This is an optimization exercise on Yosys and OpenROAD, whose aim is small area, a short achievable clock period and few clock cycles, not a production implementation. RTL that was checked went through simulation tests only; none was proved equivalent to the original. Only the layout flow was run in runs 2 and 3; the RTL was not checked for function there. Power is estimated from default activity; no workload was simulated.

File: design/flow/design.v
package zrbd_pkg;
    localparam int CMD_W   = 2;
    localparam int BYTE_W  = 8;
    localparam int CNT_W   = 13;
    localparam int BITSEL_W = 3;
    typedef logic [CMD_W-1:0]  cmd_t;
    typedef logic [BYTE_W-1:0] byte_t;
    typedef logic [CNT_W-1:0]  count_t;
    localparam cmd_t CMD_BEGIN = 2'd0;
    localparam cmd_t CMD_BYTE  = 2'd1;
    localparam cmd_t CMD_FILL  = 2'd2;
    localparam cmd_t CMD_QUERY = 2'd3;
    localparam byte_t CLEAR_BYTE = 8'h00;
    localparam byte_t FILL_BYTE  = 8'hff;
    localparam count_t COUNT_RESET = 13'd1;
    localparam int RING_N   = 64;    
    localparam int RING_LEN = 8;     
endpackage
module zrbd_row_store #(
    parameter int RN = 64,
    parameter int RL = 8,
    parameter int RW = 6
) (
    input  logic                  clk,
    input  logic [RN-1:0]         hold,
    input  logic [RN-1:0]         wr,
    input  zrbd_pkg::byte_t       wr_data,
    input  logic [RW-1:0]         rd_ring,
    output logic [RL*8-1:0]       rd_bits
);
    localparam int RB = RL * 8;
    logic [RN*RB-1:0] ring_q;
    genvar j;
    generate
        for (j = 0; j < RN; j++)
        begin : g_ring
            always_ff @(posedge clk)
            begin
                ring_q[j*RB +: RB] <= {ring_q[j*RB +: RB-8],
                                       (ring_q[j*RB+RB-8 +: 8] & {8{hold[j]}}) | (wr_data & {8{wr[j]}})};
            end
        end
    endgenerate
    assign rd_bits = ring_q[rd_ring*RB +: RB];
endmodule
module zero_run_bitmap_decoder #(
    parameter int MAX_CLUSTERS = 4096
) (
    input  logic                    clk,
    input  logic                    rst_n,
    input  logic                    cfg_valid,
    output logic                    cfg_ready,
    input  zrbd_pkg::count_t        cfg_data,
    input  logic                    in_valid,
    output logic                    in_stall,
    input  zrbd_pkg::cmd_t          cmd,
    input  zrbd_pkg::byte_t         data_byte,
    input  zrbd_pkg::count_t        cluster,
    output logic                    out_valid,
    input  logic                    out_stall,
    output logic                    visible
);
    localparam int RN  = zrbd_pkg::RING_N;
    localparam int RL  = zrbd_pkg::RING_LEN;
    localparam int RW  = $clog2(RN);
    localparam int SW  = $clog2(RL);
    localparam int PW  = 10;             
    localparam int OD  = 8;              
    localparam int OW  = $clog2(OD);
    logic               q0_v, q1_v;
    logic               q0_k, q1_k;      
    zrbd_pkg::cmd_t     q0_cmd, q1_cmd;
    zrbd_pkg::byte_t    q0_d, q1_d;
    zrbd_pkg::count_t   q0_cl, q1_cl;
    logic               stall_r;
    logic               take;
    zrbd_pkg::count_t   in_cl;
    logic               head_free, blocked, fire;
    assign in_stall  = stall_r;
    assign cfg_ready = ~stall_r;
    assign take      = (in_valid | cfg_valid) & ~stall_r;
    assign in_cl     = cfg_valid ? cfg_data : cluster;
    logic [12:0]        eff_reg;         
    logic [PW-1:0]      len_reg;         
    logic [PW-1:0]      wpos_reg;
    logic               expect_reg;
    logic               fill_reg;
    logic [SW-1:0]      ph_reg;          
    logic [RL-1:0]      clr_done;        
    logic [RL-1:0]      buf_v;
    logic [RW-1:0]      buf_idx [RL];
    zrbd_pkg::byte_t    buf_d   [RL];
    logic               is_cfg, c_begin, c_byte, c_fill, c_query;
    logic               in_row, lit, skip, zero_b;
    logic [SW-1:0]      w_slot, ins_slot;
    logic [PW:0]        skip_sum;
    logic [12:0]        eff_new;
    logic [PW-1:0]      len_new;
    assign is_cfg  = q0_k;
    assign c_begin = !q0_k && (q0_cmd == zrbd_pkg::CMD_BEGIN);
    assign c_byte  = !q0_k && (q0_cmd == zrbd_pkg::CMD_BYTE);
    assign c_fill  = !q0_k && (q0_cmd == zrbd_pkg::CMD_FILL);
    assign c_query = !q0_k && (q0_cmd == zrbd_pkg::CMD_QUERY);
    assign in_row   = wpos_reg < len_reg;
    assign lit      = c_byte && !expect_reg && in_row && (q0_d != zrbd_pkg::CLEAR_BYTE);
    assign zero_b   = c_byte && !expect_reg && in_row && (q0_d == zrbd_pkg::CLEAR_BYTE);
    assign skip     = c_byte && expect_reg;
    assign w_slot   = wpos_reg[SW-1:0];
    assign ins_slot = ph_reg + SW'(1);
    assign skip_sum = (PW+1)'(wpos_reg) + (PW+1)'(q0_d);
    assign blocked   = lit && buf_v[w_slot] && (w_slot != ins_slot);
    assign fire      = q0_v && !blocked;
    assign head_free = !q0_v || !blocked;
    always_comb
    begin
        if (q0_cl == '0)
        begin
            eff_new = 13'd1;
        end
        else if (q0_cl > 13'(MAX_CLUSTERS))
        begin
            eff_new = 13'(MAX_CLUSTERS);
        end
        else
        begin
            eff_new = q0_cl;
        end
        len_new = PW'((14'(eff_new) + 14'd7) >> 3);
    end
    logic [RN-1:0]      st_hold, st_wr;
    logic               ins_v, clear_now;
    logic [RW-1:0]      ins_idx;
    assign ins_v     = buf_v[ins_slot];
    assign ins_idx   = buf_idx[ins_slot];
    assign clear_now = !clr_done[ins_slot];
    always_comb
    begin
        for (int j = 0; j < RN; j++)
        begin
            st_wr[j]   = ins_v && (ins_idx == RW'(j));
            st_hold[j] = !(clear_now || st_wr[j]);
        end
    end
    logic [RW-1:0]      q_ring;
    logic [SW-1:0]      q_slot;
    logic [2:0]         q_bit;
    logic [RL*8-1:0]    rd_bits;
    assign q_ring = q0_cl[11:6];
    assign q_slot = q0_cl[5:3];
    assign q_bit  = q0_cl[2:0];
    zrbd_row_store #(
        .RN (RN),
        .RL (RL),
        .RW (RW)
    ) u_store (
        .clk     (clk),
        .hold    (st_hold),
        .wr      (st_wr),
        .wr_data (buf_d[ins_slot]),
        .rd_ring (q_ring),
        .rd_bits (rd_bits)
    );
    logic               r1_v;
    logic               r1_inr, r1_fill, r1_fw, r1_fwbit, r1_clr;
    logic [SW+2:0]      r1_sel;
    logic [RL*8-1:0]    r1_bits;
    logic               res;
    assign res = r1_inr && (r1_fill || (r1_fw ? r1_fwbit : (r1_clr && r1_bits[r1_sel])));
    logic               ov_reg, vis_reg;
    logic [OD-1:0]      of_d;
    logic [OW-1:0]      of_rd, of_wr;
    logic [OW:0]        of_n;
    logic               load_head, of_pop, of_push;
    logic [OW+1:0]      pend;
    assign load_head = !ov_reg || !out_stall;
    assign of_pop    = load_head && (of_n != '0);
    assign of_push   = r1_v && !(load_head && (of_n == '0));
    assign pend      = (OW+2)'(of_n) + (OW+2)'(r1_v)
                     + (OW+2)'(q0_v && !q0_k && (q0_cmd == zrbd_pkg::CMD_QUERY))
                     + (OW+2)'(q1_v && !q1_k && (q1_cmd == zrbd_pkg::CMD_QUERY));
    assign out_valid = ov_reg;
    assign visible   = vis_reg;
    always_ff @(posedge clk or negedge rst_n)
    begin
        if (!rst_n)
        begin
            q0_v       <= 1'b0;
            q1_v       <= 1'b0;
            stall_r    <= 1'b0;
            eff_reg    <= 13'd1;
            len_reg    <= PW'(1);
            wpos_reg   <= '0;
            expect_reg <= 1'b0;
            fill_reg   <= 1'b0;
            ph_reg     <= '0;
            clr_done   <= '0;
            buf_v      <= '0;
            r1_v       <= 1'b0;
            ov_reg     <= 1'b0;
            of_rd      <= '0;
            of_wr      <= '0;
            of_n       <= '0;
        end
        else
        begin
            if (head_free)
            begin
                q0_v <= q1_v || take;
                q1_v <= q1_v && take;
            end
            else
            begin
                q1_v <= q1_v || take;
            end
            stall_r <= (head_free ? (q1_v && take) : (q1_v || take))
                    || (pend >= (OW+2)'(OD - 1));
            ph_reg <= ph_reg + SW'(1);
            buf_v[ins_slot]    <= 1'b0;
            clr_done[ins_slot] <= 1'b1;
            if (fire)
            begin
                if (is_cfg)
                begin
                    eff_reg <= eff_new;
                    len_reg <= len_new;
                end
                if (c_begin)
                begin
                    wpos_reg   <= '0;
                    expect_reg <= 1'b0;
                    fill_reg   <= 1'b0;
                    buf_v      <= '0;
                    clr_done   <= '0;
                end
                if (c_fill)
                begin
                    wpos_reg   <= PW'(RN * RL);
                    expect_reg <= 1'b0;
                    fill_reg   <= 1'b1;
                end
                if (skip)
                begin
                    expect_reg <= 1'b0;
                    if (skip_sum > (PW+1)'(len_reg))
                    begin
                        wpos_reg <= len_reg;
                    end
                    else
                    begin
                        wpos_reg <= PW'(skip_sum);
                    end
                end
                if (zero_b)
                begin
                    expect_reg <= 1'b1;
                end
                if (lit)
                begin
                    wpos_reg       <= wpos_reg + PW'(1);
                    buf_v[w_slot]  <= 1'b1;
                end
            end
            r1_v <= fire && c_query;
            if (load_head)
            begin
                ov_reg <= (of_n != '0) || r1_v;
            end
            if (of_pop)
            begin
                of_rd <= of_rd + OW'(1);
            end
            if (of_push)
            begin
                of_wr <= of_wr + OW'(1);
            end
            of_n <= of_n + (OW+1)'(of_push) - (OW+1)'(of_pop);
        end
    end
    always_ff @(posedge clk)
    begin
        if (head_free)
        begin
            if (q1_v)
            begin
                q0_k   <= q1_k;
                q0_cmd <= q1_cmd;
                q0_d   <= q1_d;
                q0_cl  <= q1_cl;
            end
            else
            begin
                q0_k   <= cfg_valid;
                q0_cmd <= cmd;
                q0_d   <= data_byte;
                q0_cl  <= in_cl;
            end
        end
        if (!(q1_v && !head_free))
        begin
            q1_k   <= cfg_valid;
            q1_cmd <= cmd;
            q1_d   <= data_byte;
            q1_cl  <= in_cl;
        end
        if (fire && lit)
        begin
            buf_idx[w_slot] <= wpos_reg[SW+RW-1:SW];
            buf_d[w_slot]   <= q0_d;
        end
        r1_inr   <= (q0_cl < eff_reg);
        r1_fill  <= fill_reg;
        r1_fw    <= buf_v[q_slot] && (buf_idx[q_slot] == q_ring);
        r1_fwbit <= buf_d[q_slot][q_bit];
        r1_clr   <= clr_done[q_slot];
        r1_sel   <= {ph_reg - q_slot, q_bit};
        r1_bits  <= rd_bits;
        if (load_head)
        begin
            vis_reg <= (of_n != '0) ? of_d[of_rd] : res;
        end
        if (of_push)
        begin
            of_d[of_wr] <= res;
        end
    end
endmodule
File: design/flow/run.sh
#!/bin/bash
# synth_recipe.tcl (not shown) runs the flow's synth.tcl, then flattens the netlist and writes it again
# the make line also repeats each setting of config.mk as NAME=value (left out here)
make -C /OpenROAD-flow-scripts/flow DESIGN_CONFIG=/design/flow/config.mk WORK_HOME=/design/flow/orfs CLKGATE_MAP_FILE= SYNTH_SCRIPT=/design/flow/synth_recipe.tcl finish
File: design/flow/config.mk
export PLATFORM = sky130hd
export DESIGN_NAME = zero_run_bitmap_decoder
export DESIGN_NICKNAME = zero_run_bitmap_decoder
export VERILOG_FILES = /design/flow/design.v
export SDC_FILE = /design/flow/constraint.sdc
export NUM_CORES = 4
export LEC_CHECK = 0
export CAP_MARGIN = 20
export CORE_MARGIN = 2
export CORE_UTILIZATION = 40
export SLEW_MARGIN = 20
File: design/flow/constraint.sdc
create_clock -name core_clock -period 8.0 [get_ports {clk}]
set_input_delay 1.6000 -clock core_clock [delete_from_list [all_inputs] [get_ports {clk}]]
set_output_delay 1.6000 -clock core_clock [all_outputs]
set_load 0.01 [all_outputs]
==> results.cfg, run 1 <==
[clocking]
cts_setup_buffers = 0
cts-root-buf = clkbuf_16
clock_path_buffers = 4
cts_tree = built
post_cts_resized = 0
cts_buffers = 423
cts_max_level = 5
clock_sinks = 4412
clk_pin_slew_ns = 0.07
worstSkewPairLatency_ns = 0.97
hold_buffers = 0

[placed_design]
gp_congestion = 0.8527
placedCellCount = 12487
numPortBuffers = 44
post_dp_cell_area_um2 = 142400
post-place-ws_ns = 2.446
hpwlAfterDp_mm = 242.8

[synthesis]
syn_nets = 8406
synthXorXnorAreaFrac_pct = 0.2491
synth_compound_area_share_pct = 2.050
synthMuxAreaShare_pct = 26.11
ys.flop_type = dfxtp_1
synth_area_per_cell_um2 = 16.47
synth_edf_count = 169
synth_seq_cells = 4412
async_reset_ff_share_pct = 1.564
synth_area_leaders = dfxtp_1 61%, mux4_2 23%, edfxtp_1 3.7%, mux2i_1 3.2%, dfrtp_1 1.2%
ys_seq_area_share_pct = 66.13
synthAdderAreaFrac_pct = 0.6483
yosys_warnings = 2
syn-instance-count = 8298
synth_cell_type_count = 76
synth_area_um2 = 136600
yosys.area_share.simple_pct = 3.108
synth_largest_area_cell = dfxtp_1
synth_top_family_by_area = multiplexers
yosys.area.top_type_share_pct = 61.15

[final_layout]
nets = 8488
finalNonFillerCells = 13275
final_common_cell = dfxtp_1
area_growth_pct = 14.87
final_cell_mix = 4,173 x dfxtp_1, 1,367 x mux4_2, 427 x mux2i_1, 427 x clkbuf_16, 416 x nand2_1
post-route-cell-area_um2 = 157000
largest_reg_flops = 4096
reg.largest.list = u_store.ring_q (4096), buf_d (64), r1_bits (64)
drive_gt1_share_pct = 26.55
regMostFlops = u_store.ring_q

[min_path]
hold_class = flip-flop to flip-flop

[grt]
grt_pass1_wl_mm = 525.3
grt_util_met2_pct = 32.61
antenna_found_initial = 14
grt_pass1_vias = 73596
overflow = 0
grt.busiest_layer = met2
use_met1_pct = 29.37
track_usage_pct = 20.67
grt_max_degree = 127
use_met3_pct = 3.736

[sta]
relSlewSlack_pct = 10.57
setup_violations = 0
period_share_pct = 65.52
period_minus_slack_ns = 5.241
fin_skew_ns = 0.07893
hold_violations = 0
rsz0062_at_grt = no
fmax_mhz = 190.8
worst_slack_ns = 2.759
slew_violations = 0
fin_setup_tns_ns = 0
worstMarginPinSlew_ns = 1.340

[floorplan]
core_um2 = 339800
fp.dieArea_um2 = 346300
num_rows = 214
die_w_um = 588.5
num_io_pins = 45
initial_core_util_pct = 40.21
fp.dieH_um = 588.5

[setup_path]
critPathLaunchType = flip-flop
cp_data_arrival_time_ns = 6.09
path_max_fanout = 37
worstPathRequired_ns = 8.85
crit_type = flip-flop to flip-flop
cp-end-kind = flip-flop

[detailed_routing]
drc_errors = 0
ant_nets = 0
wl_per_cell_um = 27.29
wl_mm = 362.2
drtIter0Drc = 5654
viasPerCell = 5.308
via_count = 70459
first_pass_iters = 5

[power]
powerDensity_nw_per_um2 = 294.7
irDropWorstVdd_uv = 201.7
leakagePower_uw = 0.05748
power.total_uw = 46250

[job]
cap_violations = 0

[outcome]
status = timing/DRC/antenna clean
==> through the flow <==
step	hold slack (ns)	util, %
after floorplan	0.3259	-
after global placement	0.3272	41.85
after detailed placement	0.3309	41.90
after CTS	0.2986	46.16
after global routing	0.3067	46.19
final	0.3024	46.19
==> final cells by class <==
cell class                 count  area, um2
antenna                        8      20.02
multi-input combinational   3304      44220
inverter                      66      247.7
clock buffer                 610      12210
timing repair buffer         173       1941
clock inverter               166       2266
tap                         4536       5675
fill                       28837     182800
sequential                  4412      90370
==> power breakdown <==
part | switching, uW | internal (uW)
sequential | 313 | 22400
clock | 8600 | 11900
combinational | 1860 | 1160
==> Yosys cell counts (5+ instances only) <==
library cell,count
dfxtp_1,4174
mux4_2,1367
mux2i_1,436
nand2_1,430
clkbuf_1,329
o21ai_0,206
nand3_1,195
edfxtp_1,169
buf_1,95
buf_2,86
a21oi_1,81
a211oi_1,72
dfrtp_1,67
nor2b_1,65
inv_1,63
ha_1,62
nor2_1,52
mux2_2,47
o21ai_1,23
nor3_1,21
xor2_1,20
nor2_4,18
xnor2_1,17
nand2b_1,14
nor2_2,13
nor3b_1,12
and3_1,9
a21o_1,8
nor4_1,8
or3_1,8
a311oi_1,7
and2_1,7
nand4_1,7
or2_2,7
a32o_1,6
fa_1,5
o2bb2ai_1,5
==> metal layers <==
layer	part of all wire (%)	wire (um)	up-vias
met4	2.6	9504	0
met1	45	162600	37095
met2	47	168600	1982
met5	0	0	-
met3	5.9	21550	478
li1	-	-	30904
==> critical path, cell delays in order, from the launching register on <==
cell and delay [ns]:
dfrtp_4 0.85, inv_1 0.21, ha_2 0.68, buf_4 0.46
mux4_2 0.42, nor3_1 0.25, a31oi_2 0.19, nand2b_1 0.41
or2_1 0.37, nor2_4 0.62, buf_4 0.35, mux2i_1 0.23
==> logic make-up after synthesis <==
| kind of cell | after synthesis |
|---|---|
| buffers and inverters | 582 |
| AOI/OAI and AO/OA | 461 |
| muxes | 1850 |
| adders and majority gates | 68 |
| DFF | 4412 |
| xor gates and xnor gates | 38 |
| and+or+nand+nor | 887 |
==> path summary, 6_finish.rpt <==
check	start	to	slack [ns]	cells after the start
setup reg to reg	ph_reg[0]$_DFF_PN0_	u_store.ring_q[519]$_DFF_P_	2.76	11
hold reg to reg	u_store.ring_q[869]$_DFF_P_	u_store.ring_q[877]$_DFF_P_	0.30	0
setup / recovery	ph_reg[0]$_DFF_PN0_	u_store.ring_q[519]$_DFF_P_	2.76	11
hold / removal	u_store.ring_q[869]$_DFF_P_	u_store.ring_q[877]$_DFF_P_	0.30	0
max in group asynchronous	rst_n	ph_reg[0]$_DFF_PN0_	6.49	1
min in group asynchronous	rst_n	ov_reg$_DFFE_PN0N_	0.75	1
Testbench counts, summed over its fixed seeds: cycles 15,652.
==> run 2: changes to the inputs <==
--- a/design/flow/design.v
+++ b/design/flow/design.v
@@ -25,7 +25,7 @@
     input  logic [RN-1:0]         hold,
     input  logic [RN-1:0]         wr,
     input  zrbd_pkg::byte_t       wr_data,
-    input  logic [RW-1:0]         rd_ring,
+    input  logic [RN-1:0]         rd_sel,
     output logic [RL*8-1:0]       rd_bits
 );
     localparam int RB = RL * 8;
@@ -41,7 +41,14 @@
             end
         end
     endgenerate
-    assign rd_bits = ring_q[rd_ring*RB +: RB];
+    always_comb
+    begin
+        rd_bits = '0;
+        for (int r = 0; r < RN; r++)
+        begin
+            rd_bits = rd_bits | (ring_q[r*RB +: RB] & {RB{rd_sel[r]}});
+        end
+    end
 endmodule
 module zero_run_bitmap_decoder #(
     parameter int MAX_CLUSTERS = 4096
@@ -72,6 +79,8 @@
     zrbd_pkg::cmd_t     q0_cmd, q1_cmd;
     zrbd_pkg::byte_t    q0_d, q1_d;
     zrbd_pkg::count_t   q0_cl, q1_cl;
+    zrbd_pkg::count_t   q0_cl_nx;
+    logic [RN-1:0]      q0_rsel;         
     logic               stall_r;
     logic               take;
     zrbd_pkg::count_t   in_cl;
@@ -80,6 +89,7 @@
     assign cfg_ready = ~stall_r;
     assign take      = (in_valid | cfg_valid) & ~stall_r;
     assign in_cl     = cfg_valid ? cfg_data : cluster;
+    assign q0_cl_nx  = !head_free ? q0_cl : (q1_v ? q1_cl : in_cl);
     logic [12:0]        eff_reg;         
     logic [PW-1:0]      len_reg;         
     logic [PW-1:0]      wpos_reg;
@@ -108,7 +118,7 @@
     assign w_slot   = wpos_reg[SW-1:0];
     assign ins_slot = ph_reg + SW'(1);
     assign skip_sum = (PW+1)'(wpos_reg) + (PW+1)'(q0_d);
-    assign blocked   = lit && buf_v[w_slot] && (w_slot != ins_slot);
+    assign blocked   = lit && buf_v[w_slot] && (w_slot != nx_slot);
     assign fire      = q0_v && !blocked;
     assign head_free = !q0_v || !blocked;
     always_comb
@@ -127,20 +137,18 @@
         end
         len_new = PW'((14'(eff_new) + 14'd7) >> 3);
     end
-    logic [RN-1:0]      st_hold, st_wr;
-    logic               ins_v, clear_now;
-    logic [RW-1:0]      ins_idx;
-    assign ins_v     = buf_v[ins_slot];
-    assign ins_idx   = buf_idx[ins_slot];
-    assign clear_now = !clr_done[ins_slot];
-    always_comb
-    begin
-        for (int j = 0; j < RN; j++)
-        begin
-            st_wr[j]   = ins_v && (ins_idx == RW'(j));
-            st_hold[j] = !(clear_now || st_wr[j]);
-        end
-    end
+    logic [RN-1:0]      ins_hold_r, ins_wr_r;
+    logic               ins_v_r, ins_clr_r;
+    logic [RW-1:0]      ins_idx_r;
+    zrbd_pkg::byte_t    ins_d_r;
+    logic [SW-1:0]      nx_slot;
+    logic               nx_v, nx_clear, begin_now;
+    logic [RW-1:0]      nx_idx;
+    assign begin_now = fire && c_begin;
+    assign nx_slot   = ph_reg + SW'(2);
+    assign nx_v      = buf_v[nx_slot] && !begin_now;
+    assign nx_idx    = buf_idx[nx_slot];
+    assign nx_clear  = !clr_done[nx_slot] || begin_now;
     logic [RW-1:0]      q_ring;
     logic [SW-1:0]      q_slot;
     logic [2:0]         q_bit;
@@ -154,17 +162,20 @@
         .RW (RW)
     ) u_store (
         .clk     (clk),
-        .hold    (st_hold),
-        .wr      (st_wr),
-        .wr_data (buf_d[ins_slot]),
-        .rd_ring (q_ring),
+        .hold    (ins_hold_r),
+        .wr      (ins_wr_r),
+        .wr_data (ins_d_r),
+        .rd_sel  (q0_rsel),
         .rd_bits (rd_bits)
     );
     logic               r1_v;
     logic               r1_inr, r1_fill, r1_fw, r1_fwbit, r1_clr;
+    logic               fw_buf, fw_ins;
     logic [SW+2:0]      r1_sel;
     logic [RL*8-1:0]    r1_bits;
     logic               res;
+    assign fw_buf = buf_v[q_slot] && (buf_idx[q_slot] == q_ring);
+    assign fw_ins = ins_v_r && (q_slot == ins_slot) && (ins_idx_r == q_ring);
     assign res = r1_inr && (r1_fill || (r1_fw ? r1_fwbit : (r1_clr && r1_bits[r1_sel])));
     logic               ov_reg, vis_reg;
     logic [OD-1:0]      of_d;
@@ -196,6 +207,8 @@
             clr_done   <= '0;
             buf_v      <= '0;
             r1_v       <= 1'b0;
+            ins_v_r    <= 1'b0;
+            ins_clr_r  <= 1'b0;
             ov_reg     <= 1'b0;
             of_rd      <= '0;
             of_wr      <= '0;
@@ -215,8 +228,10 @@
             stall_r <= (head_free ? (q1_v && take) : (q1_v || take))
                     || (pend >= (OW+2)'(OD - 1));
             ph_reg <= ph_reg + SW'(1);
-            buf_v[ins_slot]    <= 1'b0;
-            clr_done[ins_slot] <= 1'b1;
+            buf_v[nx_slot]     <= 1'b0;
+            clr_done[ins_slot] <= clr_done[ins_slot] || ins_clr_r;
+            ins_clr_r          <= nx_clear;
+            ins_v_r            <= nx_v;
             if (fire)
             begin
                 if (is_cfg)
@@ -285,16 +300,19 @@
                 q0_k   <= q1_k;
                 q0_cmd <= q1_cmd;
                 q0_d   <= q1_d;
-                q0_cl  <= q1_cl;
             end
             else
             begin
                 q0_k   <= cfg_valid;
                 q0_cmd <= cmd;
                 q0_d   <= data_byte;
-                q0_cl  <= in_cl;
             end
         end
+        q0_cl <= q0_cl_nx;
+        for (int j = 0; j < RN; j++)
+        begin
+            q0_rsel[j] <= (q0_cl_nx[SW+3 +: RW] == RW'(j));
+        end
         if (!(q1_v && !head_free))
         begin
             q1_k   <= cfg_valid;
@@ -302,6 +320,13 @@
             q1_d   <= data_byte;
             q1_cl  <= in_cl;
         end
+        for (int j = 0; j < RN; j++)
+        begin
+            ins_wr_r[j]   <= nx_v && (nx_idx == RW'(j));
+            ins_hold_r[j] <= !(nx_clear || (nx_v && (nx_idx == RW'(j))));
+        end
+        ins_idx_r <= nx_idx;
+        ins_d_r   <= buf_d[nx_slot];
         if (fire && lit)
         begin
             buf_idx[w_slot] <= wpos_reg[SW+RW-1:SW];
@@ -309,8 +334,8 @@
         end
         r1_inr   <= (q0_cl < eff_reg);
         r1_fill  <= fill_reg;
-        r1_fw    <= buf_v[q_slot] && (buf_idx[q_slot] == q_ring);
-        r1_fwbit <= buf_d[q_slot][q_bit];
+        r1_fw    <= fw_buf || fw_ins;
+        r1_fwbit <= fw_buf ? buf_d[q_slot][q_bit] : ins_d_r[q_bit];
         r1_clr   <= clr_done[q_slot];
         r1_sel   <= {ph_reg - q_slot, q_bit};
         r1_bits  <= rd_bits;
--- a/design/flow/config.mk
+++ b/design/flow/config.mk
@@ -8,4 +8,5 @@
 export CAP_MARGIN = 20
 export CORE_MARGIN = 2
 export CORE_UTILIZATION = 40
+export SETUP_SLACK_MARGIN = 5
 export SLEW_MARGIN = 20
==> results.cfg, run 2 <==
[setup_path]
worstPathRequired_ns = 8.87
path_max_fanout = 4
crit_type = flip-flop to flip-flop
cp-end-kind = flip-flop
crit_start = wpos_reg[1]$_DFFE_PN0P_
critPathLaunchType = flip-flop
cp_data_arrival_time_ns = 4.65
reg2reg_slack_ns = 4.22
regToRegStartpoint = wpos_reg[1]$_DFFE_PN0P_

[floorplan]
fp.dieH_um = 573.7
num_rows = 209
fp.dieArea_um2 = 329100
initial_core_util_pct = 40.13
num_io_pins = 45
core_um2 = 323500
die_w_um = 573.7

[clocking]
cts_buffers = 431
clock_path_buffers = 4
cts_max_level = 5
cts_tree = built
worstSkewPairLatency_ns = 1.06
clk_pin_slew_ns = 0.07
hold_buffers = 0
clock_sinks = 4620
cts-root-buf = clkbuf_16

[synthesis]
synth_edf_count = 163
synth_seq_cells = 4620
synth_cell_type_count = 66
ys.flop_type = dfxtp_1
synth_area_per_cell_um2 = 14.06
yosysMostFrequentCell = dfxtp_1
synth_area_leaders = dfxtp_1 68%, a22o_1 10%, a221oi_1 6.9%, edfxtp_1 3.8%, mux4_2 1.6%
yosys_warnings = 2
syn-instance-count = 9234
synth_largest_area_cell = dfxtp_1
yosys.area.top_type_share_pct = 67.63
synth_common_cells = 4,386 x dfxtp_1, 1,538 x a22o_1, 1,024 x a221oi_1
async_reset_ff_share_pct = 1.537
synth_area_um2 = 129800
syn_nets = 9347
ys_seq_area_share_pct = 72.77

[detailed_routing]
via_count = 100895
viasPerCell = 7.104
drtIter0Drc = 20170
wl_mm = 695.1
wl_per_cell_um = 48.95
ant_nets = 0
first_pass_iters = 11
drc_errors = 0

[final_layout]
largest_reg_flops = 4096
final_core_util_pct = 47.91
final_cell_mix = 4,293 x dfxtp_1, 1,538 x a22o_1, 1,017 x a221oi_1
final_common_cell = dfxtp_1
drive_gt1_share_pct = 17.37
nets = 9541
area_growth_pct = 19.38
regMostFlops = u_store.ring_q

[sta]
period_share_pct = 47.31
rsz0062_at_grt = yes
fin_setup_tns_ns = 0
period_minus_slack_ns = 3.785
setup_violations = 0
relSlewSlack_pct = 15.63
slew_violations = 0
fmax_mhz = 264.2
fin_skew_ns = 0.09001
hold_violations = 0
worstMarginPinSlew_ns = 1.266

[grt]
grt_pass1_vias = 93925
track_usage_pct = 40.24
grt_pass1_wl_mm = 886.0
overflow = 0
grt_max_degree = 66
antenna_found_initial = 108

[outcome]
status = timing/DRC/antenna clean

[power]
irDropWorstVdd_uv = 252.9
power.total_uw = 50010
powerDensity_nw_per_um2 = 322.7
leakagePower_uw = 0.05906

[placed_design]
hpwlAfterDp_mm = 466.8
gp_congestion = 1.089
numPortBuffers = 44

[min_path]
hold_class = flip-flop to flip-flop
hold_path_startpoint = u_store.ring_q[84]$_DFF_P_

[job]
cap_violations = 0
[run 2: repair_timing]
| item | CTS | global route |
|---|---|---|
| pin swaps | 88 | 47 |
| resized for setup | 314 | 181 |
| setup endpoints to repair | 444 | 378 |
| cloned | 29 | 12 |
| setup buffers | 85 | 44 |
[run 2: metal layers]
layer	GRT usage, %	up-vias	share of wire [%]
met5	0.5452	-	0.087
met4	32.53	46	10
met3	18.21	3719	15
met2	55.39	11220	39
met1	48.05	50011	35
li1	-	35899	-
[run 2: worst paths after layout]
check,to,cells after the start
max,wpos_reg[9]$_DFFE_PN0P_,17
min,u_store.ring_q[92]$_DFF_P_,0
max reg2reg,wpos_reg[9]$_DFFE_PN0P_,17
min reg2reg,u_store.ring_q[92]$_DFF_P_,0
max in group asynchronous,wpos_reg[7]$_DFFE_PN0P_,2
min in group asynchronous,buf_v[0]$_DFF_PN0_,1
[run 2: where the power goes]
part	internal, uW	total [uW]	switching (uW)
logic	1050	3320	2270
registers	23500	24900	1430
clock network	12400	21700	9290
total	37000	50000	13000
[run 2: cells by family (layout without fill, tap and decap cells)]
kind of cell	after synthesis	after routing	share of synthesized area (%)
AOI/OAI and AO/OA	2735	2735	18.15
xor gates and xnor gates	50	50	0.3373
adders and majority gates	73	73	0.7305
buffers and inverters	786	1331	2.292
DFF	4620	4620	72.77
muxes	184	184	2.396
other	0	87	0
and+or+nand+nor	786	797	3.324
[run 2: cell type report]
class / count / area (um2)
fill: 27685 / 168500
timing repair inverter: 1 / 6.256
sequential: 4620 / 94780
clock inverter: 196 / 2611
clock buffer: 599 / 12360
inverter: 62 / 240.2
tap: 4325 / 5411
timing repair buffer: 473 / 4737
antenna: 87 / 217.7
multi-input combinational: 3839 / 34620
[run 2: critical path, stage by stage (launching register included)]
cell      delay, ns
dfrtp_4        0.51
ha_4           0.24
a21o_1         0.16
a21oi_2        0.20
nor2b_4        0.08
nor4_4         0.16
o31a_1         0.22
xnor2_2        0.14
ha_1           0.27
a21o_1         0.16
a211o_1        0.31
nor2_1         0.10
o211ai_1       0.14
a32oi_2        0.23
buf_4          0.16
mux2_4         0.30
a211oi_2       0.18
o21ai_1        0.08
[run 2: stage by stage]
step / hold WS (ns) / cells / area [um2] / setup slack [ns]
after floorplan: 0.3311 / 9234 / 130600 / 4.371
final: 0.3053 / 14202 / 155000 / 4.215
after CTS: 0.3250 / 14058 / 153500 / 4.302
after global routing: 0.3150 / 14118 / 154800 / 4.056
after global placement: 0.3330 / 13149 / 135900 / 2.687
after detailed placement: 0.3366 / 13149 / 135900 / 2.498
==> run 3: changes to the inputs <==
--- a/design/flow/config.mk
+++ b/design/flow/config.mk
@@ -8,5 +8,7 @@
 export CAP_MARGIN = 20
 export CORE_MARGIN = 2
 export CORE_UTILIZATION = 40
+export CTS_BUF_LIST = sky130_fd_sc_hd__clkbuf_8
+export CTS_CLUSTER_SIZE = 30
 export SETUP_SLACK_MARGIN = 5
 export SLEW_MARGIN = 20
==> results.cfg, run 3 <==
[outcome]
status = timing/DRC/antenna clean

[placed_design]
numPortBuffers = 44
gp_congestion = 1.089
hpwlAfterDp_mm = 466.8

[floorplan]
fp.dieArea_um2 = 329100
core_um2 = 323500
fp.dieH_um = 573.7
num_io_pins = 45
num_rows = 209
die_w_um = 573.7
initial_core_util_pct = 40.13

[synthesis]
syn_nets = 9347
async_reset_ff_share_pct = 1.537
synth_cell_type_count = 66
synth_area_leaders = dfxtp_1 68%, a22o_1 10%, a221oi_1 6.9%, edfxtp_1 3.8%, mux4_2 1.6%
ys.flop_type = dfxtp_1
yosys_warnings = 2
synth_common_cells = 4,386 x dfxtp_1, 1,538 x a22o_1, 1,024 x a221oi_1
synth_largest_area_cell = dfxtp_1
synth_area_per_cell_um2 = 14.06
yosys.area.top_type_share_pct = 67.63
synth_area_um2 = 129800
syn-instance-count = 9234
synth_seq_cells = 4620
ys_seq_area_share_pct = 72.77
yosysMostFrequentCell = dfxtp_1
synth_edf_count = 163

[final_layout]
regMostFlops = u_store.ring_q
fill_cells = 28028
final_cell_mix = 4,295 x dfxtp_1, 1,538 x a22o_1, 1,017 x a221oi_1
drive_gt1_share_pct = 19.39
multi_input_area_um2 = 34740
final_common_cell = dfxtp_1
nets = 9814
largest_reg_flops = 4096
area_growth_pct = 18.88
seq_area_um2 = 94770

[grt]
use_met3_pct = 18.77
overflow = 0
track_usage_pct = 40.57
grt_pass1_vias = 96913
antenna_found_initial = 111
grt.busiest_layer = met2
grt_max_degree = 66
grt_pass1_wl_mm = 895.8
use_met1_pct = 48.12
grt_util_met2_pct = 55.49

[setup_path]
cpMaxStageDelayCell = dfrtp_4
cp_common_cell = a21o_1
path_max_fanout = 4
critPathLaunchType = flip-flop
critical_path_buf_inv_count = 1
crit_type = flip-flop to flip-flop
path_cells = ha_4 > a21o_1 > a21oi_2 > nor2b_4 > nor4_4 > o31a_1 > xnor2_2 > ha_1 > a21o_1 > a211o_1 > nor2_1 > o211ai_1 > a32oi_2 > buf_4 > mux2_4 > a211oi_2 > o21ai_1
cp_data_arrival_time_ns = 4.87
cp-end-kind = flip-flop
critPathTopFamily = compound AO/OA/AOI/OAI gates
slowest_delay_ns = 0.51
worstPathRequired_ns = 9.14

[sta]
fin_setup_tns_ns = 0
slew_violations = 0
fmax_mhz = 268.1
setup_violations = 0
period_minus_slack_ns = 3.730
worstMarginPinSlew_ns = 1.262
rsz0062_at_grt = yes
period_share_pct = 46.62
hold_violations = 0
relSlewSlack_pct = 15.89
fin_skew_ns = 0.09692

[clocking]
hold_buffers = 0
clk_pin_slew_ns = 0.06
cts-root-buf = clkbuf_8
cts_buffers = 696
worstSkewPairLatency_ns = 1.31
clock_path_buffers = 4
cts_max_level = 6
cts_tree = built
clock_sinks = 4620

[min_path]
hold_class = flip-flop to flip-flop

[power]
leakagePower_uw = 0.05989
power.total_uw = 47990
irDropWorstVdd_uv = 237.9
powerDensity_nw_per_um2 = 311.0

[detailed_routing]
via_count = 102889
wl_per_cell_um = 47.90
drtIter0Drc = 20342
ant_nets = 0
first_pass_iters = 9
drc_errors = 0
viasPerCell = 7.029
wl_mm = 701.1

[job]
cap_violations = 0
==> run 3: layout make-up <==
type | count | area share (%)
well taps | 4325 | 3.506
repair buffers | 481 | 3.205
clock inverters | 360 | 1.375
diodes | 86 | 0.1394
repair inverters | 1 | 0.004054
inverters | 62 | 0.1557
multi-input cells | 3839 | 22.51
clock buffers | 863 | 7.696
flip-flops and latches | 4620 | 61.41
==> run 3: per-layer routing <==
metal  up-vias  share of wire, %
li1      36590                 -
met1     50881                35
met2     11728                39
met3      3652                16
met4        38                10
met5         -             0.042
==> run 3: cells by family (layout without fill, tap and decap cells) <==
logic type	Yosys count	after routing	synth area share [%]
xor+xnor	50	50	0.3373
flops	4620	4620	72.77
mux	184	184	2.396
other cells	0	86	0
fa+ha+maj	73	73	0.7305
simple gates	786	797	3.324
buf+inv	786	1767	2.292
compound gates	2735	2735	18.15
==> run 3: per-stage QoR <==
stage,instance area (um2),hold WS [ns],worst slack [ns],util [%],instances
5_1_grt,154100,0.3127,4.092,47.65,14555
3_5_place_dp,135900,0.3366,2.498,42.00,13149
4_1_cts,153100,0.2751,4.324,47.32,14517
2_1_floorplan,130600,0.3311,4.371,-,9234
6_report,154300,0.2846,4.270,47.71,14637
3_3_place_gp,135900,0.3330,2.687,42.00,13149
==> run 3: worst register-to-register path: cells and delay by family, from the launching register on <==
kind	cells	cell delay [ns]
multiplexers	1	0.30
adder cells (fa/ha/maj)	2	0.58
XOR/XNOR	1	0.16
AO/OA/AOI/OAI	9	1.62
flip-flops	1	0.51
AND/OR/NAND/NOR	3	0.31
buffers and inverters	1	0.17
==> run 3: power breakdown <==
group / internal, uW / switching [uW] / total (uW)
logic: 1090 / 2320 / 3410
registers: 23500 / 1460 / 25000
clock network: 10100 / 9500 / 19600
==> run 3: worst paths after layout <==
check	start	end	slack [ns]	depth (start not counted)
max	wpos_reg[1]$_DFFE_PN0P_	wpos_reg[9]$_DFFE_PN0P_	4.27	17
min	u_store.ring_q[3099]$_DFF_P_	u_store.ring_q[3107]$_DFF_P_	0.28	0
max reg2reg	wpos_reg[1]$_DFFE_PN0P_	wpos_reg[9]$_DFFE_PN0P_	4.27	17
min reg2reg	u_store.ring_q[3099]$_DFF_P_	u_store.ring_q[3107]$_DFF_P_	0.28	0
max in group asynchronous	rst_n	wpos_reg[2]$_DFFE_PN0P_	6.60	2
min in group asynchronous	rst_n	ins_v_r$_DFF_PN0_	0.30	1
==> run 3: repair_timing <==
action	in CTS	in global routing
setup endpoints to repair	441	418
buffers inserted	114	25
pin swaps	114	74
resized for setup	352	183
cloned	31	8
==> run 4: changes to the inputs <==
--- a/design/flow/design.v
+++ b/design/flow/design.v
@@ -25,8 +25,8 @@
     input  logic [RN-1:0]         hold,
     input  logic [RN-1:0]         wr,
     input  zrbd_pkg::byte_t       wr_data,
-    input  logic [RN-1:0]         rd_sel,
-    output logic [RL*8-1:0]       rd_bits
+    input  logic [RL*8-1:0]       rd_sel,
+    output logic [RN-1:0]         rd_bits
 );
     localparam int RB = RL * 8;
     logic [RN*RB-1:0] ring_q;
@@ -43,10 +43,9 @@
     endgenerate
     always_comb
     begin
-        rd_bits = '0;
         for (int r = 0; r < RN; r++)
         begin
-            rd_bits = rd_bits | (ring_q[r*RB +: RB] & {RB{rd_sel[r]}});
+            rd_bits[r] = |(ring_q[r*RB +: RB] & rd_sel);
         end
     end
 endmodule
@@ -79,8 +78,8 @@
     zrbd_pkg::cmd_t     q0_cmd, q1_cmd;
     zrbd_pkg::byte_t    q0_d, q1_d;
     zrbd_pkg::count_t   q0_cl, q1_cl;
-    zrbd_pkg::count_t   q0_cl_nx;
-    logic [RN-1:0]      q0_rsel;         
+    logic [RL*8-1:0]    q0_rsel;         
+    logic [RL*8-1:0]    rsel_q1, rsel_in;
     logic               stall_r;
     logic               take;
     zrbd_pkg::count_t   in_cl;
@@ -89,10 +88,19 @@
     assign cfg_ready = ~stall_r;
     assign take      = (in_valid | cfg_valid) & ~stall_r;
     assign in_cl     = cfg_valid ? cfg_data : cluster;
-    assign q0_cl_nx  = !head_free ? q0_cl : (q1_v ? q1_cl : in_cl);
+    always_comb
+    begin
+        for (int j = 0; j < RL*8; j++)
+        begin
+            rsel_q1[j] = ({ph_reg + SW'(1) - q1_cl[5:3], q1_cl[2:0]} == (SW+3)'(j));
+            rsel_in[j] = ({ph_reg + SW'(1) - in_cl[5:3], in_cl[2:0]} == (SW+3)'(j));
+        end
+    end
     logic [12:0]        eff_reg;         
     logic [PW-1:0]      len_reg;         
     logic [PW-1:0]      wpos_reg;
+    logic [PW:0]        rem_reg;         
+    logic               rem_fix;         
     logic               expect_reg;
     logic               fill_reg;
     logic [SW-1:0]      ph_reg;          
@@ -103,7 +111,8 @@
     logic               is_cfg, c_begin, c_byte, c_fill, c_query;
     logic               in_row, lit, skip, zero_b;
     logic [SW-1:0]      w_slot, ins_slot;
-    logic [PW:0]        skip_sum;
+    logic [PW:0]        skip_diff;
+    logic               skip_cap;
     logic [12:0]        eff_new;
     logic [PW-1:0]      len_new;
     assign is_cfg  = q0_k;
@@ -111,14 +120,15 @@
     assign c_byte  = !q0_k && (q0_cmd == zrbd_pkg::CMD_BYTE);
     assign c_fill  = !q0_k && (q0_cmd == zrbd_pkg::CMD_FILL);
     assign c_query = !q0_k && (q0_cmd == zrbd_pkg::CMD_QUERY);
-    assign in_row   = wpos_reg < len_reg;
+    assign in_row   = !rem_reg[PW] && (rem_reg != '0);
     assign lit      = c_byte && !expect_reg && in_row && (q0_d != zrbd_pkg::CLEAR_BYTE);
     assign zero_b   = c_byte && !expect_reg && in_row && (q0_d == zrbd_pkg::CLEAR_BYTE);
     assign skip     = c_byte && expect_reg;
     assign w_slot   = wpos_reg[SW-1:0];
     assign ins_slot = ph_reg + SW'(1);
-    assign skip_sum = (PW+1)'(wpos_reg) + (PW+1)'(q0_d);
-    assign blocked   = lit && buf_v[w_slot] && (w_slot != nx_slot);
+    assign skip_diff = rem_reg - (PW+1)'(q0_d);
+    assign skip_cap  = skip_diff[PW] || (skip_diff == '0);
+    assign blocked   = (c_byte && rem_fix) || (lit && buf_v[w_slot] && (w_slot != nx_slot));
     assign fire      = q0_v && !blocked;
     assign head_free = !q0_v || !blocked;
     always_comb
@@ -152,7 +162,7 @@
     logic [RW-1:0]      q_ring;
     logic [SW-1:0]      q_slot;
     logic [2:0]         q_bit;
-    logic [RL*8-1:0]    rd_bits;
+    logic [RN-1:0]      rd_bits;
     assign q_ring = q0_cl[11:6];
     assign q_slot = q0_cl[5:3];
     assign q_bit  = q0_cl[2:0];
@@ -171,12 +181,12 @@
     logic               r1_v;
     logic               r1_inr, r1_fill, r1_fw, r1_fwbit, r1_clr;
     logic               fw_buf, fw_ins;
-    logic [SW+2:0]      r1_sel;
-    logic [RL*8-1:0]    r1_bits;
+    logic [RW-1:0]      r1_ring;
+    logic [RN-1:0]      r1_bits;
     logic               res;
     assign fw_buf = buf_v[q_slot] && (buf_idx[q_slot] == q_ring);
     assign fw_ins = ins_v_r && (q_slot == ins_slot) && (ins_idx_r == q_ring);
-    assign res = r1_inr && (r1_fill || (r1_fw ? r1_fwbit : (r1_clr && r1_bits[r1_sel])));
+    assign res = r1_inr && (r1_fill || (r1_fw ? r1_fwbit : (r1_clr && r1_bits[r1_ring])));
     logic               ov_reg, vis_reg;
     logic [OD-1:0]      of_d;
     logic [OW-1:0]      of_rd, of_wr;
@@ -201,6 +211,8 @@
             eff_reg    <= 13'd1;
             len_reg    <= PW'(1);
             wpos_reg   <= '0;
+            rem_reg    <= (PW+1)'(1);
+            rem_fix    <= 1'b0;
             expect_reg <= 1'b0;
             fill_reg   <= 1'b0;
             ph_reg     <= '0;
@@ -232,16 +244,23 @@
             clr_done[ins_slot] <= clr_done[ins_slot] || ins_clr_r;
             ins_clr_r          <= nx_clear;
             ins_v_r            <= nx_v;
+            rem_fix <= 1'b0;
+            if (rem_fix)
+            begin
+                rem_reg <= (PW+1)'(len_reg) - (PW+1)'(wpos_reg);
+            end
             if (fire)
             begin
                 if (is_cfg)
                 begin
                     eff_reg <= eff_new;
                     len_reg <= len_new;
+                    rem_fix <= 1'b1;
                 end
                 if (c_begin)
                 begin
                     wpos_reg   <= '0;
+                    rem_reg    <= (PW+1)'(len_reg);
                     expect_reg <= 1'b0;
                     fill_reg   <= 1'b0;
                     buf_v      <= '0;
@@ -250,19 +269,22 @@
                 if (c_fill)
                 begin
                     wpos_reg   <= PW'(RN * RL);
+                    rem_reg    <= '0;
                     expect_reg <= 1'b0;
                     fill_reg   <= 1'b1;
                 end
                 if (skip)
                 begin
                     expect_reg <= 1'b0;
-                    if (skip_sum > (PW+1)'(len_reg))
+                    if (skip_cap)
                     begin
                         wpos_reg <= len_reg;
+                        rem_reg  <= '0;
                     end
                     else
                     begin
-                        wpos_reg <= PW'(skip_sum);
+                        wpos_reg <= wpos_reg + PW'(q0_d);
+                        rem_reg  <= skip_diff;
                     end
                 end
                 if (zero_b)
@@ -272,6 +294,7 @@
                 if (lit)
                 begin
                     wpos_reg       <= wpos_reg + PW'(1);
+                    rem_reg        <= rem_reg - (PW+1)'(1);
                     buf_v[w_slot]  <= 1'b1;
                 end
             end
@@ -308,11 +331,8 @@
                 q0_d   <= data_byte;
             end
         end
-        q0_cl <= q0_cl_nx;
-        for (int j = 0; j < RN; j++)
-        begin
-            q0_rsel[j] <= (q0_cl_nx[SW+3 +: RW] == RW'(j));
-        end
+        q0_cl   <= q1_v ? q1_cl : in_cl;
+        q0_rsel <= q1_v ? rsel_q1 : rsel_in;
         if (!(q1_v && !head_free))
         begin
             q1_k   <= cfg_valid;
@@ -337,7 +357,7 @@
         r1_fw    <= fw_buf || fw_ins;
         r1_fwbit <= fw_buf ? buf_d[q_slot][q_bit] : ins_d_r[q_bit];
         r1_clr   <= clr_done[q_slot];
-        r1_sel   <= {ph_reg - q_slot, q_bit};
+        r1_ring  <= q_ring;
         r1_bits  <= rd_bits;
         if (load_head)
         begin
--- a/design/flow/config.mk
+++ b/design/flow/config.mk
@@ -7,8 +7,6 @@
 export LEC_CHECK = 0
 export CAP_MARGIN = 20
 export CORE_MARGIN = 2
-export CORE_UTILIZATION = 40
-export CTS_BUF_LIST = sky130_fd_sc_hd__clkbuf_8
-export CTS_CLUSTER_SIZE = 30
+export CORE_UTILIZATION = 60
 export SETUP_SLACK_MARGIN = 5
 export SLEW_MARGIN = 20
==> results.cfg, run 4 <==
[synthesis]
syn-instance-count = 9410
yosysMostFrequentCell = dfxtp_1
ys_seq_area_share_pct = 72.45
synth_edf_count = 156
synth_area_um2 = 130600
synth_area_per_cell_um2 = 13.88
synth_seq_cells = 4629
yosys_warnings = 2
synth_common_cells = 4,390 x dfxtp_1, 1,527 x a22o_1, 1,018 x a221oi_1
synth_cell_type_count = 74
synth_area_leaders = dfxtp_1 67%, a22o_1 10%, a221oi_1 6.8%, edfxtp_1 3.6%, dfrtp_1 1.5%
async_reset_ff_share_pct = 1.793
yosys.area.top_type_share_pct = 67.27
syn_nets = 9527
ys.flop_type = dfxtp_1
synth_largest_area_cell = dfxtp_1

[setup_path]
critPathTopFamily = flip-flops
slowest_delay_ns = 0.37
cpMaxStageDelayCell = edfxtp_1
rr_worst_depth = 10
path_cells = buf_2
path_max_fanout = 1
crit_cells = 1
cp-end-kind = primary output
critPathLaunchType = flip-flop
cp_data_arrival_time_ns = 1.57
crit_type = flip-flop to primary output
worstPathRequired_ns = 6.40
critical_path_buf_inv_count = 1

[final_layout]
nets = 9520
drive_gt1_share_pct = 12.80
final_core_util_pct = 69.33
largest_reg_flops = 4096
final_cell_mix = 4,314 x dfxtp_1, 1,527 x a22o_1, 1,017 x a221oi_1
regMostFlops = u_store.ring_q
fill_cells = 14981
area_growth_pct = 15.02
final_common_cell = dfxtp_1

[clocking]
cts_buffers = 440
cts_tree = built
hold_buffers = 0
clock_path_buffers = 4
worstSkewPairLatency_ns = 1.05
clock_sinks = 4629
cts_max_level = 5
clk_pin_slew_ns = 0.06
cts-root-buf = clkbuf_16

[placed_design]
gp_congestion = 0.9178
numPortBuffers = 44
hpwlAfterDp_mm = 276.8

[floorplan]
die_w_um = 470.6
fp.dieArea_um2 = 221500
initial_core_util_pct = 60.28
core_um2 = 216700
fp.dieH_um = 470.6
num_rows = 171
num_io_pins = 45

[grt]
track_usage_pct = 44.82
overflow = 0
antenna_found_initial = 32
grt_pass1_vias = 88968
grt_max_degree = 65
grt_pass1_wl_mm = 696.9

[detailed_routing]
via_count = 92370
viasPerCell = 7.319
wl_per_cell_um = 40.72
drc_errors = 0
ant_nets = 0
first_pass_iters = 8
wl_mm = 514.0
drtIter0Drc = 16447

[outcome]
status = timing/DRC/antenna clean

[power]
irDropWorstVdd_uv = 223.8
leakagePower_uw = 0.05757
powerDensity_nw_per_um2 = 323.3

[sta]
fmax_mhz = 315.4
fin_skew_ns = 0.09365
hold_violations = 0
setup_violations = 0
worstMarginPinSlew_ns = 1.222
fin_setup_tns_ns = 0
relSlewSlack_pct = 18.57
rsz0062_at_grt = yes
period_share_pct = 39.64
period_minus_slack_ns = 3.171
slew_violations = 0

[min_path]
holdPathStages = 0
hold_class = flip-flop to flip-flop

[job]
cap_violations = 0
==> run 4: cell count changes in the layout (fill, tap and decap cells not counted), moves of 36 or more <==
cell	change
diode_2	-74
clkbuf_16	+444
nor2_1	+133
buf_4	-158
nor4_4	-36
clkinv_2	+50
nand2_1	+88
bufinv_16	+41
buf_6	-54
inv_1	-229
clkbuf_1	+77
clkbuf_8	-770
==> run 4: layer usage <==
| metal | routed length (um) | GRT usage, % | vias to the layer above |
|---|---|---|---|
| met5 | 223 | 0.08652 | - |
| met4 | 33430 | 24.80 | 32 |
| met3 | 71790 | 13.12 | 1954 |
| met2 | 216100 | 64.86 | 8280 |
| met1 | 192400 | 60.46 | 46120 |
| li1 | - | - | 35984 |
==> run 4: layout make-up <==
type | instances | area [um2] | share of cell area, %
well taps | 2854 | 3571 | 2.376
inverters | 74 | 297.8 | 0.1982
clock buffers | 618 | 12780 | 8.505
diodes | 12 | 30.03 | 0.01998
clock inverters | 176 | 2257 | 1.502
repair buffers | 259 | 2844 | 1.893
multi-input cells | 3999 | 33550 | 22.32
flip-flops and latches | 4629 | 94940 | 63.18
==> run 4: power breakdown <==
part           leakage [uW]  switching, uW  internal, uW
sequential           0.0379           1050         23600
combinational        0.0122           1430           907
clock               0.00741           8890         12700
total                0.0576          11400         37200
==> run 4: metrics by stage <==
| stage | hold slack (ns) | setup WS, ns | cells | area [um2] | total power, uW |
|---|---|---|---|---|---|
| after floorplan | 0.3308 | 4.242 | 9410 | 130800 | 25960 |
| after global placement | 0.3320 | 3.154 | 11734 | 133700 | 26940 |
| after detailed placement | 0.3366 | 3.139 | 11734 | 133700 | 26980 |
| after CTS | 0.2839 | 4.796 | 12580 | 149800 | 48220 |
| after global routing | 0.2795 | 4.784 | 12613 | 150200 | 49600 |
| final | 0.2766 | 4.829 | 12621 | 150300 | 48590 |
==> run 4: worst paths after layout <==
kind / slack (ns) / start / to
worst max register to register: 4.85 / r1_ring[0]$_DFF_P_ / of_d[6]$_DFFE_PP_
worst max-delay path: 4.83 / vis_reg$_DFFE_PN_ / visible
worst min-delay path: 0.28 / u_store.ring_q[3148]$_DFF_P_ / u_store.ring_q[3156]$_DFF_P_
max in group asynchronous: 6.27 / rst_n / ph_reg[1]$_DFF_PN0_
min in group asynchronous: 0.55 / rst_n / of_wr[1]$_DFFE_PN0P_
worst min register to register: 0.28 / u_store.ring_q[3148]$_DFF_P_ / u_store.ring_q[3156]$_DFF_P_
==> run 4: what timing repair did <==
item | CTS | global route
gates cloned | 7 | 2
setup endpoints to repair | 429 | 203
pin swaps | 28 | 14
gates resized for setup | 127 | 62
buffers inserted | 45 | 27
==> run 4: kinds of logic (layout without fill, tap and decap cells) <==
kind of cell | count (synthesis) | in the layout | share of synthesized area [%]
buffers and inverters | 786 | 1127 | 2.301
and+or+nand+nor | 889 | 890 | 3.464
DFF | 4629 | 4629 | 72.45
muxes | 179 | 179 | 2.290
adders and majority gates | 77 | 77 | 0.7815
other | 0 | 12 | 0
AOI/OAI and AO/OA | 2773 | 2776 | 18.20
xor gates and xnor gates | 77 | 77 | 0.5162
==> run 4: worst reg2reg max path, stage by stage, from the launching register on <==
cell      delay (ns)
dfxtp_4         0.40
buf_12          0.16
buf_4           0.15
mux4_2          0.58
mux4_2          0.49
mux2i_2         0.21
nand2_1         0.13
o211ai_4        0.16
o21ai_4         0.12
o21a_4          0.27
mux2_4          0.28
Testbench counts of run 4, summed over its fixed seeds: cycles 15,652.
==> run 5: changes to the inputs <==
--- a/design/flow/config.mk
+++ b/design/flow/config.mk
@@ -7,6 +7,6 @@
 export LEC_CHECK = 0
 export CAP_MARGIN = 20
 export CORE_MARGIN = 2
-export CORE_UTILIZATION = 60
+export CORE_UTILIZATION = 40
 export SETUP_SLACK_MARGIN = 5
 export SLEW_MARGIN = 20
==> results.cfg, run 5 <==
[clocking]
clk_pin_slew_ns = 0.07
cts_max_level = 5
cts_tree = built
cts_buffers = 426
clock_sinks = 4629
clock_path_buffers = 4
cts-root-buf = clkbuf_16
worstSkewPairLatency_ns = 0.98

[power]
irDropWorstVdd_uv = 206.8
switching_share_pct = 24.00
p_sw_uw = 11530
powerDensity_nw_per_um2 = 316.9
p_int_uw = 36520
p_seq_share_pct = 51.4
leakagePower_uw = 0.05740
power.total_uw = 48050
pwr-share-clk_pct = 43.6
p_comb_share_pct = 5.0

[grt]
grt_pass1_vias = 90414
overflow = 0
grt_pass1_wl_mm = 710.4
antenna_found_initial = 35
grt_max_degree = 73
track_usage_pct = 30.18

[floorplan]
fp.dieArea_um2 = 331200
die_w_um = 575.5
core_um2 = 324500
initial_core_util_pct = 40.26
fp.dieH_um = 575.5
num_rows = 209
num_io_pins = 45

[placed_design]
gp_congestion = 0.9038
numPortBuffers = 44
placedCellCount = 13221
hpwlAfterDp_mm = 282.7

[final_layout]
regMostFlops = u_store.ring_q
fill_cells = 27907
area_growth_pct = 16.06
largest_reg_flops = 4096
final_cell_mix = 4,314 x dfxtp_1, 1,527 x a22o_1, 1,017 x a221oi_1
finalNonFillerCells = 14095
drive_gt1_share_pct = 12.95
seq_area_um2 = 94950
nets = 9527
final_common_cell = dfxtp_1
multi_input_area_um2 = 33810

[setup_path]
r2r_end = of_d[2]$_DFFE_PP_
reg2reg_slack_ns = 4.80
worstPathRequired_ns = 8.71
cp_data_arrival_time_ns = 3.91
crit_type = flip-flop to flip-flop
regToRegStartpoint = r1_ring[0]$_DFF_P_
rr_worst_depth = 8
critPathLaunchType = flip-flop
path_max_fanout = 7
cp-end-kind = flip-flop

[synthesis]
synth_area_um2 = 130600
ys_seq_area_share_pct = 72.45
yosysMostFrequentCell = dfxtp_1
synth_area_leaders = dfxtp_1 67%, a22o_1 10%, a221oi_1 6.8%, edfxtp_1 3.6%, dfrtp_1 1.5%
synth_edf_count = 156
syn-instance-count = 9410
yosys.area.top_type_share_pct = 67.27
async_reset_ff_share_pct = 1.793
ys.flop_type = dfxtp_1
synth_area_per_cell_um2 = 13.88
syn_nets = 9527
yosys_warnings = 2
synth_largest_area_cell = dfxtp_1
synth_seq_cells = 4629
synth_cell_type_count = 74
synth_common_cells = 4,390 x dfxtp_1, 1,527 x a22o_1, 1,018 x a221oi_1

[sta]
hold_violations = 0
fin_setup_tns_ns = 0
whs_ns = 0.3033
rsz0062_at_grt = yes
worstMarginPinSlew_ns = 1.266
fmax_mhz = 312.6
slew_violations = 0
fin_skew_ns = 0.09735
period_minus_slack_ns = 3.199
setup_violations = 0
relSlewSlack_pct = 15.61
period_share_pct = 39.99

[job]
cap_violations = 0

[detailed_routing]
wl_mm = 523.5
drtIter0Drc = 15801
wl_per_cell_um = 37.14
drc_errors = 0
first_pass_iters = 7
ant_nets = 0
via_count = 92285
viasPerCell = 6.547

[outcome]
status = timing/DRC/antenna clean

[min_path]
hold_path_startpoint = u_store.ring_q[3229]$_DFF_P_
holdPathStages = 0
hold_path_end = u_store.ring_q[3237]$_DFF_P_
hold_class = flip-flop to flip-flop
## run 5: cell counts after synthesis
No cell type changed its count.
## run 5: cells by family after synthesis
logic type               Yosys count  share of synthesized area [%]
AND/OR/NAND/NOR                  889                          3.464
buffers and inverters            786                          2.301
XOR/XNOR                          77                         0.5162
AO/OA/AOI/OAI                   2773                          18.20
flip-flops                      4629                          72.45
multiplexers                     179                          2.290
adder cells (fa/ha/maj)           77                         0.7815
## run 5: per-layer routing
layer	track usage, %	wire (um)
met5	0	152
met4	18.55	37400
met3	7.939	67700
met2	44.79	220600
met1	39.29	197600
## run 5: how the worst max path moves through the flow
stage,from,slack (ns),to
floorplan,cfg_valid,4.24,q0_rsel[10]$_DFF_P_
global placement,ph_reg[2]$_DFF_PN0_,2.91,buf_idx[3][3]$_DFFE_PP_
detailed placement,ph_reg[2]$_DFF_PN0_,2.83,buf_idx[3][4]$_DFFE_PP_
CTS,stall_r$_DFF_PN0_,4.79,cfg_ready
global route,stall_r$_DFF_PN0_,4.79,cfg_ready
finish,r1_ring[0]$_DFF_P_,4.80,of_d[2]$_DFFE_PP_
## run 5: power groups by stage
stage / logic, uW / clock network (uW) / registers [uW]
finish: 2410 / 21000 / 24700
global route: 2550 / 21900 / 24700
CTS: 2180 / 20900 / 24600
detailed placement: 1920 / 0 / 25100
global placement: 1880 / 0 / 25100
floorplan: 1700 / 0 / 24300
## run 5: critical path, stage by stage (launching register included)
cell and delay (ns):
dfxtp_4 0.43, buf_12 0.13, mux4_2 0.63, mux4_2 0.51
mux2_4 0.30, o211ai_4 0.31, o21ai_4 0.12, o21a_4 0.26
mux2_4 0.27
## run 5: final cells by class
class,instances,area share (%)
timing repair buffer,278,1.806
clock buffer,613,8.185
multi-input combinational,4001,22.30
antenna,9,0.01485
sequential,4629,62.62
inverter,74,0.1931
clock inverter,166,1.314
tap,4325,3.569
## run 5: per-stage QoR
step | setup WS, ns | cell area (um2) | utilization [%]
6_report | 4.801 | 151600 | 46.72
5_1_grt | 4.793 | 151600 | 46.72
4_1_cts | 4.787 | 150800 | 46.47
3_5_place_dp | 2.827 | 135400 | 41.73
3_3_place_gp | 2.910 | 135400 | 41.73
2_1_floorplan | 4.242 | 130800 | -
## run 5: repair_timing
item | CTS | global route
resized for setup | 132 | 112
endpoints found under the setup margin | 448 | 331
hold endpoints to repair | 0 | 0
hold buffers | 0 | 0
buffers inserted | 43 | 31
gates cloned | 6 | 6
pin swaps | 28 | 38
==> run 6: changes to the inputs <==
--- a/design/flow/design.v
+++ b/design/flow/design.v
@@ -81,12 +81,15 @@
     logic [RL*8-1:0]    q0_rsel;         
     logic [RL*8-1:0]    rsel_q1, rsel_in;
     logic               stall_r;
+    logic               cfg_ready_r;     
+    logic               stall_nx;
     logic               take;
     zrbd_pkg::count_t   in_cl;
     logic               head_free, blocked, fire;
     assign in_stall  = stall_r;
-    assign cfg_ready = ~stall_r;
+    assign cfg_ready = cfg_ready_r;
     assign take      = (in_valid | cfg_valid) & ~stall_r;
+    assign stall_nx  = (head_free ? (q1_v && take) : (q1_v || take)) || (pend >= (OW+2)'(OD - 1));
     assign in_cl     = cfg_valid ? cfg_data : cluster;
     always_comb
     begin
@@ -208,6 +211,7 @@
             q0_v       <= 1'b0;
             q1_v       <= 1'b0;
             stall_r    <= 1'b0;
+            cfg_ready_r <= 1'b1;
             eff_reg    <= 13'd1;
             len_reg    <= PW'(1);
             wpos_reg   <= '0;
@@ -237,8 +241,8 @@
             begin
                 q1_v <= q1_v || take;
             end
-            stall_r <= (head_free ? (q1_v && take) : (q1_v || take))
-                    || (pend >= (OW+2)'(OD - 1));
+            stall_r     <= stall_nx;
+            cfg_ready_r <= !stall_nx;
             ph_reg <= ph_reg + SW'(1);
             buf_v[nx_slot]     <= 1'b0;
             clr_done[ins_slot] <= clr_done[ins_slot] || ins_clr_r;
==> results.cfg, run 6 <==
[synthesis]
synth_area_per_cell_um2 = 13.95
synthXorXnorAreaFrac_pct = 0.4821
synth_area_leaders = dfxtp_1 67%, a22o_1 10%, a221oi_1 6.9%, edfxtp_1 3.6%, mux4_2 1.6%
ys_seq_area_share_pct = 72.38
synth_largest_area_cell = dfxtp_1
yosys.area_share.simple_pct = 3.397
synth_cell_type_count = 89
synth_common_cells = 4,390 x dfxtp_1, 1,539 x a22o_1, 1,033 x a221oi_1
synth_area_um2 = 130800
yosys.area.top_type_share_pct = 67.19
synth_top_family_by_area = compound AO/OA/AOI/OAI gates
synth_seq_cells = 4630
async_reset_ff_share_pct = 1.814
synth_compound_area_share_pct = 18.20
synthMuxAreaShare_pct = 2.435
yosysMostFrequentCell = dfxtp_1
syn_nets = 9494
syn-instance-count = 9377
yosys_warnings = 2
ys.flop_type = dfxtp_1
synth_edf_count = 156
synthAdderAreaFrac_pct = 0.7806

[power]
p_seq_share_pct = 50.9
leakagePower_uw = 0.05755
power.total_uw = 48380
p_sw_uw = 11580
p_comb_share_pct = 5.4
powerDensity_nw_per_um2 = 318.1
irDropWorstVdd_uv = 203.9
switching_share_pct = 23.94
pwr-share-clk_pct = 43.7
p_int_uw = 36800

[grt]
grt_pass1_wl_mm = 704.9
antenna_found_initial = 34
track_usage_pct = 29.87
grt_max_degree = 69
grt_pass1_vias = 89770
overflow = 0

[detailed_routing]
ant_nets = 0
wl_per_cell_um = 36.86
wl_mm = 518.9
via_count = 91714
first_pass_iters = 7
viasPerCell = 6.515
drtIter0Drc = 15195
drc_errors = 0

[setup_path]
cp-end-kind = primary output
crit_cells = 1
rr_worst_depth = 14
critPathTopFamily = flip-flops
path_cells = buf_6
crit_type = flip-flop to primary output
cpMaxStageDelayCell = dfstp_2
path_max_fanout = 1
critical_path_buf_inv_count = 1
cp_data_arrival_time_ns = 1.59
slowest_delay_ns = 0.53
critPathLaunchType = flip-flop
worstPathRequired_ns = 6.40

[final_layout]
drive_gt1_share_pct = 13.44
post-route-cell-area_um2 = 152100
regMostFlops = u_store.ring_q
area_growth_pct = 16.26
final_common_cell = dfxtp_1
nets = 9497
final_cell_mix = 4,313 x dfxtp_1, 1,539 x a22o_1, 1,024 x a221oi_1
fill_cells = 28065
largest_reg_flops = 4096

[sta]
fin_setup_tns_ns = 0
worst_slack_ns = 4.815
whs_ns = 0.3140
period_minus_slack_ns = 3.185
relSlewSlack_pct = 15.73
rsz0062_at_grt = yes
period_share_pct = 39.81
worstMarginPinSlew_ns = 1.260
fin_skew_ns = 0.07200
setup_violations = 0
fmax_mhz = 314.0
hold_violations = 0
slew_violations = 0

[min_path]
holdPathStages = 0
hold_class = flip-flop to flip-flop

[clocking]
cts_tree = built
cts_max_level = 5
clock_sinks = 4630
clk_pin_slew_ns = 0.06
cts_buffers = 427
clock_path_buffers = 4
cts-root-buf = clkbuf_16
worstSkewPairLatency_ns = 0.96

[placed_design]
hpwlAfterDp_mm = 282.3
numPortBuffers = 44
post-place-ws_ns = 3.118
gp_congestion = 0.9116
post_dp_cell_area_um2 = 135600

[floorplan]
num_io_pins = 45
initial_core_util_pct = 40.27
fp.dieH_um = 575.8
fp.dieArea_um2 = 331600
num_rows = 209
die_w_um = 575.8
core_um2 = 324800

[job]
cap_violations = 0

[outcome]
status = timing/DRC/antenna clean
run 6: changes by cell type in the layout (fill, tap and decap cells not counted), sizes merged, moves of 8 or more:
| cell | previous run | this run |
|---|---|---|
| a22o | 1527 | 1540 |
| a221oi | 1018 | 1034 |
| mux4 | 85 | 93 |
| clkbuf | 616 | 626 |
| nor2 | 258 | 273 |
| nand2 | 188 | 131 |
| a21oi | 45 | 37 |
| a22oi | 23 | 1 |
| diode | 9 | 23 |
| mux2 | 55 | 64 |
| o21ai | 67 | 55 |
run 6: what timing repair did:
action / 4_1_cts / 5_1_grt
gates cloned: 2 / 7
setup buffers: 44 / 39
gates resized for setup: 125 / 83
endpoints found under the setup margin: 421 / 219
hold buffers: 0 / 0
pin swaps: 32 / 36
run 6: layout make-up:
type	count	area, um2	share of cell area (%)
Inverter	80	316.6	0.2082
Tap cell	4325	5411	3.559
Clock buffer	621	12590	8.277
Antenna cell	23	57.56	0.03785
Sequential cell	4630	94970	62.45
Clock inverter	158	2039	1.341
Timing Repair Buffer	286	2897	1.905
Multi-Input combinational cell	3955	33790	22.22
run 6: cells by family after synthesis:
group	count (synthesis)
flops	4630
compound gates	2763
simple gates	847
buf+inv	794
mux	194
fa+ha+maj	77
xor+xnor	72
run 6: final timing paths:
path | slack (ns) | end | startpoint
worst max register to register | 4.85 | rem_reg[3]$_DFF_PN0_ | rem_reg[0]$_DFF_PN1_
worst min-delay path | 0.31 | u_store.ring_q[1486]$_DFF_P_ | u_store.ring_q[1478]$_DFF_P_
min in group asynchronous | 0.49 | q1_v$_DFF_PN0_ | rst_n
worst max-delay path | 4.81 | cfg_ready | cfg_ready_r$_DFF_PN1_
worst min register to register | 0.31 | u_store.ring_q[1486]$_DFF_P_ | u_store.ring_q[1478]$_DFF_P_
max in group asynchronous | 6.08 | wpos_reg[0]$_DFFE_PN0P_ | rst_n
run 6: power groups by stage:
stage	combinational (uW)	clock (uW)	sequential [uW]
2_1_floorplan	1830	0	24300
4_1_cts	2250	21100	24600
6_report	2620	21100	24600
3_3_place_gp	2060	0	25100
3_5_place_dp	2110	0	25100
5_1_grt	2770	22100	24600
run 6: per-layer routing:
metal	track usage [%]	vias up	wire length, um
li1	-	35906	-
met4	17.03	34	34170
met3	8.106	1910	65680
met1	38.82	46191	197000
met2	44.85	7673	221800
met5	0	-	268
run 6: metrics by stage:
| stage | instances | util (%) |
|---|---|---|
| 6_report | 14078 | 46.82 |
| 5_1_grt | 14065 | 46.81 |
| 4_1_cts | 14009 | 46.56 |
| 3_5_place_dp | 13184 | 41.76 |
| 3_3_place_gp | 13184 | 41.76 |
| 2_1_floorplan | 9377 | - |
Testbench counts of run 6, summed over its fixed seeds: cycles 15,652.

what the ideal ports hide:
How much do the figures lean on ideal ports? The routed layouts below were timed once more, with nothing changed but the port constraints. Step 1 sets driving cells, clkbuf_16 on the clock port and buf_2 on the other inputs (assumed; they add their load-dependent delay and slew). Step 2, shift: input delay + t, output delay - t, t = (earliest + latest rising clock arrival at the registers) / 2. This alone moves slack from input paths to output paths. Three values: ideal ports, drivers, drivers and shift; two values: the first two.
run	t, ns	setup WS [ns]	pins driven straight from the clock port
run 1	1.030	2.759 / 2.759 / 2.759	1
run 2	1.116	4.215 / 4.215 / 3.909	1
run 3	1.371	4.270 / 4.270 / 3.622	1
run 4	1.109	4.829 / 4.724 / 4.016	1
run 5	1.027	4.801 / 4.728 / 4.081	1
run 6	1.020	4.815 / 4.720 / 4.059	1
After both steps every run listed still meets setup and hold. The setup slack of run 4, which loses most, moves by -0.105 ns with the drivers and by -0.813 ns with both steps.
